Background: an optimization exercise with open tools, aiming at small area and a short achievable clock period. Do not read the settings as production practice.
Where RTL was checked, it was by simulation tests only, not by an equivalence proof against the original.
No activity file was given, so power comes from the tool's default toggle rates.

==> flow/design.v (excerpt) <==
module loadStoreUnit #(
    parameter int unsigned TimerStep = 1
) (
    input  logic clk,
    input  logic arstN,
    input  logic reqValid,
    input  logic reqWrite,
    input  rvMemPkg::widthCode reqWidth,
    input  logic [rvMemPkg::xlen-1:0] reqAddr,
    input  logic [rvMemPkg::xlen-1:0] reqWdata,
    input  logic [rvMemPkg::xlen-1:0] rdataMem,
    input  logic memStall,
    output logic busy,
    output logic done,
    output logic [rvMemPkg::xlen-1:0] rdData,
    output logic [rvMemPkg::xlen-1:0] address,
    output logic weMem,
    output logic reMem,
    output logic [rvMemPkg::xlen-1:0] wdataMem,
    output logic [rvMemPkg::maskWidth-1:0] wmaskMem,
    output logic timerIrq
);
Size in the first run: roughly 2000 cells after synthesis, about 23000 µm² of cells after synthesis.
==> flow/config.mk <==
export PLATFORM = sky130hd
export DESIGN_NAME = loadStoreUnit
export DESIGN_NICKNAME = loadStoreUnit
export VERILOG_FILES = /design/flow/design.v
export SDC_FILE = /design/flow/constraint.sdc
export NUM_CORES = 4
export LEC_CHECK = 0
export CAP_MARGIN = 20
export CORE_MARGIN = 2
export CORE_UTILIZATION = 55
export CTS_BUF_LIST = sky130_fd_sc_hd__clkbuf_8
export CTS_CLUSTER_DIAMETER = 70
export CTS_CLUSTER_SIZE = 12
export SETUP_SLACK_MARGIN = 1.8
export SLEW_MARGIN = 20
export SYNTH_HIERARCHICAL = 1
==> flow/constraint.sdc <==
create_clock -name core_clock -period 4.1 [get_ports {clk}]
set_input_delay 0.8200 -clock core_clock [delete_from_list [all_inputs] [get_ports {clk}]]
set_output_delay 0.8200 -clock core_clock [all_outputs]
set_load 0.01 [all_outputs]
standard.sh (not shown) runs the stock make flow with config.mk's settings and CLKGATE_MAP_FILE= SYNTH_SCRIPT=/design/flow/synth_recipe.tcl, a recipe that flattens the netlist after the stock synthesis.
==> flow/flow/run.sh <==
#!/bin/bash
# The standard layout, with plain buffers on the ports instead of the
# delay cells buffer_ports picks by default. Every port still gets a buffer.
set -euo pipefail
export BUFFER_PORTS_ARGS="-buffer_cell sky130_fd_sc_hd__buf_1"
bash standard.sh > standard.log 2>&1
The first run ran to the end with no violations.
Then changed:
- CTS_CLUSTER_DIAMETER: 70 -> default
- CTS_CLUSTER_SIZE: 12 -> default
Result: Register-to-register slack gets worse by 30 ps. Power increases by 11%. Via count grows by 2.0%. Clock power went up by 48%.

---

## red
Another version of the RTL of loadStoreUnit (not shown whole).
Size in the first run: roughly 2100 cells after synthesis, roughly 410 I/O pins.
==> flow/config.mk <==
export PLATFORM = sky130hd
export DESIGN_NAME = loadStoreUnit
export DESIGN_NICKNAME = loadStoreUnit
export VERILOG_FILES = /design/flow/design.v
export SDC_FILE = /design/flow/constraint.sdc
export NUM_CORES = 4
export LEC_CHECK = 0
export CAP_MARGIN = 20
export CORE_MARGIN = 2
export CORE_UTILIZATION = 55
export CTS_BUF_LIST = sky130_fd_sc_hd__clkbuf_8
export CTS_CLUSTER_DIAMETER = 70
export CTS_CLUSTER_SIZE = 12
export PLACE_DENSITY = 0.7
export SETUP_SLACK_MARGIN = 1.85
export SLEW_MARGIN = 20
export SYNTH_HIERARCHICAL = 1
==> flow/constraint.sdc <==
create_clock -name core_clock -period 4.1 [get_ports {clk}]
set_input_delay 0.8200 -clock core_clock [delete_from_list [all_inputs] [get_ports {clk}]]
set_output_delay 0.8200 -clock core_clock [all_outputs]
set_load 0.01 [all_outputs]
Scripts as last shown in full above: flow/flow/run.sh
### red -> blue
Settings: PLACE_DENSITY: 0.7 -> unset; SETUP_SLACK_MARGIN: 1.85 -> 1.8.
==> comparison <==
blue: maximum operating frequency 0.65% above red. red consumes less power than blue. The cell area after layout in blue sits about 0.6% above the value recorded for red. Compared with red, in blue required arrival time at the worst endpoint moved down; worst setup slack moved up; number of buffers inserted to repair setup after CTS moved down.
Input-level comparison between green and blue:
Settings: putting TNS_END_PERCENT at 0 where nothing was set; swapping 1.8 for 1.9 in SETUP_SLACK_MARGIN.
### Flow results
green was carried through to the last stage, and its layout satisfied the timing, DRC and antenna checks. green against blue; count of clock-buffer cells in the layout is down by a few percent. Comparing green and blue, the lower met1 track demand over resource in global routing was measured on blue. On total non-filler cell area in the finished layout, green does better than blue. Run comparison: green capturing element of the worst setup path uAccessControl.heldWdata[46]; blue capturing element of the worst setup path uMmioTimer.mtime[31].
Modified inputs, orange compared to green
Settings: removing TNS_END_PERCENT (formerly 0); changing SETUP_SLACK_MARGIN from 1.9 to 1.8; setting PLACE_DENSITY to 0.75 for the first time.
### Flow results
- orange ran to completion and came out clean on the timing, DRC and antenna checks.
- For orange, the critical path start-end classification was reg -> reg, unlike green, where it was in -> reg.
- Summary: with green as the reference, wire length on met2 in orange moved down slightly.
- green and orange ended up with nearly the same clock-pin slew reported for the worst setup and hold paths after clock tree synthesis.
- Taking green as the reference, in orange total power +about 0.33%, final cell count neither gained nor lost much.
- Run comparison: green cell with the largest stage delay on the worst path sky130_fd_sc_hd__nor2b_2; orange cell with the largest stage delay on the worst path sky130_fd_sc_hd__dfrtp_2
Changes in purple relative to orange:
Settings: PLACE_DENSITY no longer set, was 0.75; SETUP_SLACK_MARGIN now 1.9, was 1.8; TNS_END_PERCENT now 20, previously not set.
## What came out
- Final critical delay including setup and external delays: purple and orange compared, lower one is orange
- In terms of internal power, purple and orange differ only marginally.
- A startpoint of the most critical setup path of reqAddr[3] is what purple shows, while uAccessControl.timerReadMtimecmp belongs to orange.
- Wire length of the first global-routing pass ends up higher on purple.
- Total power: purple vs orange — no meaningful difference
- Diff orange..purple | clock skew | negligible
- purple against orange: non-clock buffer count moved up, number of clock-tree buffers in the layout went up, setup slack moved down, wire length increased 2.3%, standard cell area after detailed placement rose by 0.30%.

---

oak:
Another version of the RTL of loadStoreUnit (not shown whole).
Size in the first run: about 410 I/O pins, roughly 0.022 mm2 of cells after synthesis.
Settings: LEC_CHECK=0, CAP_MARGIN=20, CORE_MARGIN=2, CORE_UTILIZATION=55, CTS_BUF_LIST=sky130_fd_sc_hd__clkbuf_8, CTS_CLUSTER_DIAMETER=70, CTS_CLUSTER_SIZE=12, SETUP_SLACK_MARGIN=1.9, SLEW_MARGIN=20, SYNTH_HIERARCHICAL=1; clock period 4.1 ns.
Scripts as last shown in full above: flow/flow/run.sh
#### Input delta (pine over oak)
- a change of SETUP_SLACK_MARGIN from 1.9 to 1.8
==> comparison <==
[compare] base=oak new=pine: power attributed to combinational cells moved down; fraction of the core area covered by cells at the end of the flow moved down; proportion of power drawn by flip-flops and latches moved up; proportion of total power due to net switching moved up; fmax moved down. pine: met3 track utilization from global routing is 0.82 points lower than what oak reported.
No functional check of the RTL was part of any run of this note.

---

Setup of harbor:
loadStoreUnit, a different RTL version from the one above (not shown whole).
Size: about 2000 cells after synthesis, ~23000 sq um of cells after synthesis.
export LEC_CHECK = 0
export CAP_MARGIN = 20
export CORE_MARGIN = 2
export CORE_UTILIZATION = 55
export CTS_BUF_LIST = sky130_fd_sc_hd__clkbuf_8
export SETUP_SLACK_MARGIN = 2.0
export SLEW_MARGIN = 20
export SYNTH_HIERARCHICAL = 1
create_clock -name core_clock -period 4.1 [get_ports {clk}]
Scripts as last shown in full above: flow/flow/run.sh
harbor: flow completed, timing, DRC and antenna clean
Input-level comparison between lagoon and harbor:
Settings: changing CTS_BUF_LIST from sky130_fd_sc_hd__clkbuf_8 to sky130_fd_sc_hd__clkbuf_4; changing SETUP_SLACK_MARGIN from 2.0 to 1.75; changing CORE_UTILIZATION from 55 to 65.
### Flow results
Looking at setup slack, lagoon sits below harbor. Path length in cells of the critical path is higher on harbor. Between harbor and lagoon, the total number of vias does not differ in any meaningful way. Clock-net power: lagoon higher than harbor. ~same first-iteration DRC count in harbor and lagoon. Going from harbor to lagoon, layout-stage area growth over the synthesis result shrinks by 7.8 points. Relative to harbor, net count reported at finish decreased by about 3.2% in lagoon.
--- input diff lagoon..indigo ---
Settings: a change of SETUP_SLACK_MARGIN from 1.75 to 1.8; a change of CTS_BUF_LIST from sky130_fd_sc_hd__clkbuf_4 to sky130_fd_sc_hd__clkbuf_8; a change of CORE_UTILIZATION from 65 to 55.
==> comparison <==
Reported for lagoon and indigo, number of hold buffers added after CTS turned out identical to the last digit. Part of the power in the clock network (higher): lagoon. [compare] base=lagoon new=indigo: clock transition time at the flip-flop clock pins of the worst setup and hold paths shows a reduction of 20 ps, final cycle utilization of the critical path shows a reduction of 2.5 points, met2 demand-to-capacity share in global routing shows a reduction of 7.6 points. In the flow results for lagoon and indigo, the global-route usage is smaller on indigo.

---

## maple
loadStoreUnit, a different RTL version from the one above (not shown whole).
Size in the first run: about 360 flip-flops, about 410 I/O pins, about 24,000 sq um of cells after synthesis.
Settings: LEC_CHECK=0, CAP_MARGIN=20, CORE_MARGIN=2, CORE_UTILIZATION=40, SETUP_SLACK_MARGIN=1.9, SLEW_MARGIN=20, SYNTH_HIERARCHICAL=1; clock period 4.1 ns.
run.sh (not shown) runs the stock make flow with config.mk's settings and CLKGATE_MAP_FILE= SYNTH_SCRIPT=/design/flow/synth_recipe.tcl, a recipe that flattens the netlist after the stock synthesis.
Stock flow here: none of the scripts above is used.
Per the final summary, maple finished and its layout is clean on timing, DRC and antenna.
For cedar, these inputs were changed with respect to maple:
# maple
export LEC_CHECK = 0
export CAP_MARGIN = 20
export CORE_MARGIN = 2
export CORE_UTILIZATION = 40
export SETUP_SLACK_MARGIN = 1.9
export SLEW_MARGIN = 20
export SYNTH_HIERARCHICAL = 1
create_clock -name core_clock -period 4.1 [get_ports {clk}]
# cedar
export LEC_CHECK = 0
export CAP_MARGIN = 20
export CORE_MARGIN = 2
export CORE_UTILIZATION = 40
export SLEW_MARGIN = 20
export SYNTH_HIERARCHICAL = 1
create_clock -name core_clock -period 4.1 [get_ports {clk}]
Results
- Est. power | cedar vs maple | cedar lower
- In cedar, the areal power density over the cells came out 9.6% above the value in maple.
- cedar packs its core looser than maple.
- Going from maple to cedar, clock edge transition at the registers on the reported setup and hold paths has remained practically unchanged, first-pass GRT wire length shows a reduction of about 2%.
- Clock skew (cedar over maple): decrease, 0.012 ns
- On cedar: fraction of power spent switching nets is 1.6 points lower than what maple gave.
- Compared with maple, the router placed fewer vias in cedar.
- [diff] relative max-transition margin, cedar relative to maple: regression
- Number of detailed-routing iterations run before antenna repair (cedar over maple): increase, 1
- Relative to maple, fraction of power consumed by the clock network has increased by 1.3 points in cedar.

==> port drivers added, routing unchanged <==
The results above use ideal ports. As a check the final layouts listed here were re-extracted and re-timed, cells and wires unchanged.
Step 1 (the two cells are an assumption about what drives the block):
set clk [get_ports {clk}]
set_driving_cell -lib_cell sky130_fd_sc_hd__clkbuf_16 $clk
set_driving_cell -lib_cell sky130_fd_sc_hd__buf_2 [delete_from_list [all_inputs] $clk]
Step 2 adds t to the input delays and takes it off the output delays; t is the mean of the earliest and latest rising clock arrival at the registers after step 1. Input paths then give back, and output paths get back, about the clock's delay inside the block.
a / b / c = ideal / step 1 / step 2; a / b = the first two.
run	t, ns	setup slack, ns	hold slack, ns	worst slew at a driven data input, ns	cell pins on the clock port's net
the first run of note 1	0.680	1.871 / 1.871 / 1.276	0.168 / 0.140 / 0.515	0.11	1
the second run of note 1	0.686	1.840 / 1.840 / 1.281	0.169 / 0.140 / 0.509	0.10	1
red	0.686	1.890 / 1.813 / 1.127	0.308 / 0.278 / 0.391	0.15	1
blue	0.679	1.905 / 1.884 / 1.246	0.249 / 0.227 / 0.369	0.09	1
green	0.675	1.705 / 1.713 / 1.051	0.315 / 0.289 / 0.389	0.10	1
orange	0.670	1.863 / 1.863 / 1.258	0.334 / 0.308 / 0.387	0.09	1
purple	0.677	1.815 / 1.827 / 1.167	0.309 / 0.282 / 0.390	0.11	1
oak	0.675	1.848 / 1.848 / 1.292	0.357 / 0.327 / 0.401	0.07	1
pine	0.692	1.799 / 1.799 / 1.199	0.239 / 0.205 / 0.381	0.06	1
harbor	0.694	1.841 / 1.845 / 1.151	0.140 / 0.109 / 0.468	0.11	1
lagoon	0.885	1.758 / 1.706 / 0.899	0.122 / 0.094 / 0.448	0.13	1
indigo	0.683	1.859 / 1.859 / 1.201	0.293 / 0.261 / 0.495	0.13	1
maple	0.645	1.493 / 1.493 / 1.123	0.321 / 0.297 / 0.478	0.10	1
cedar	0.644	1.021 / 1.021 / 0.586	0.300 / 0.284 / 0.487	0.10	1
After both steps setup and hold are still met in every run listed. For lagoon, which loses most, drivers alone change the setup slack by -0.052 ns; drivers and shift together by -0.859 ns.
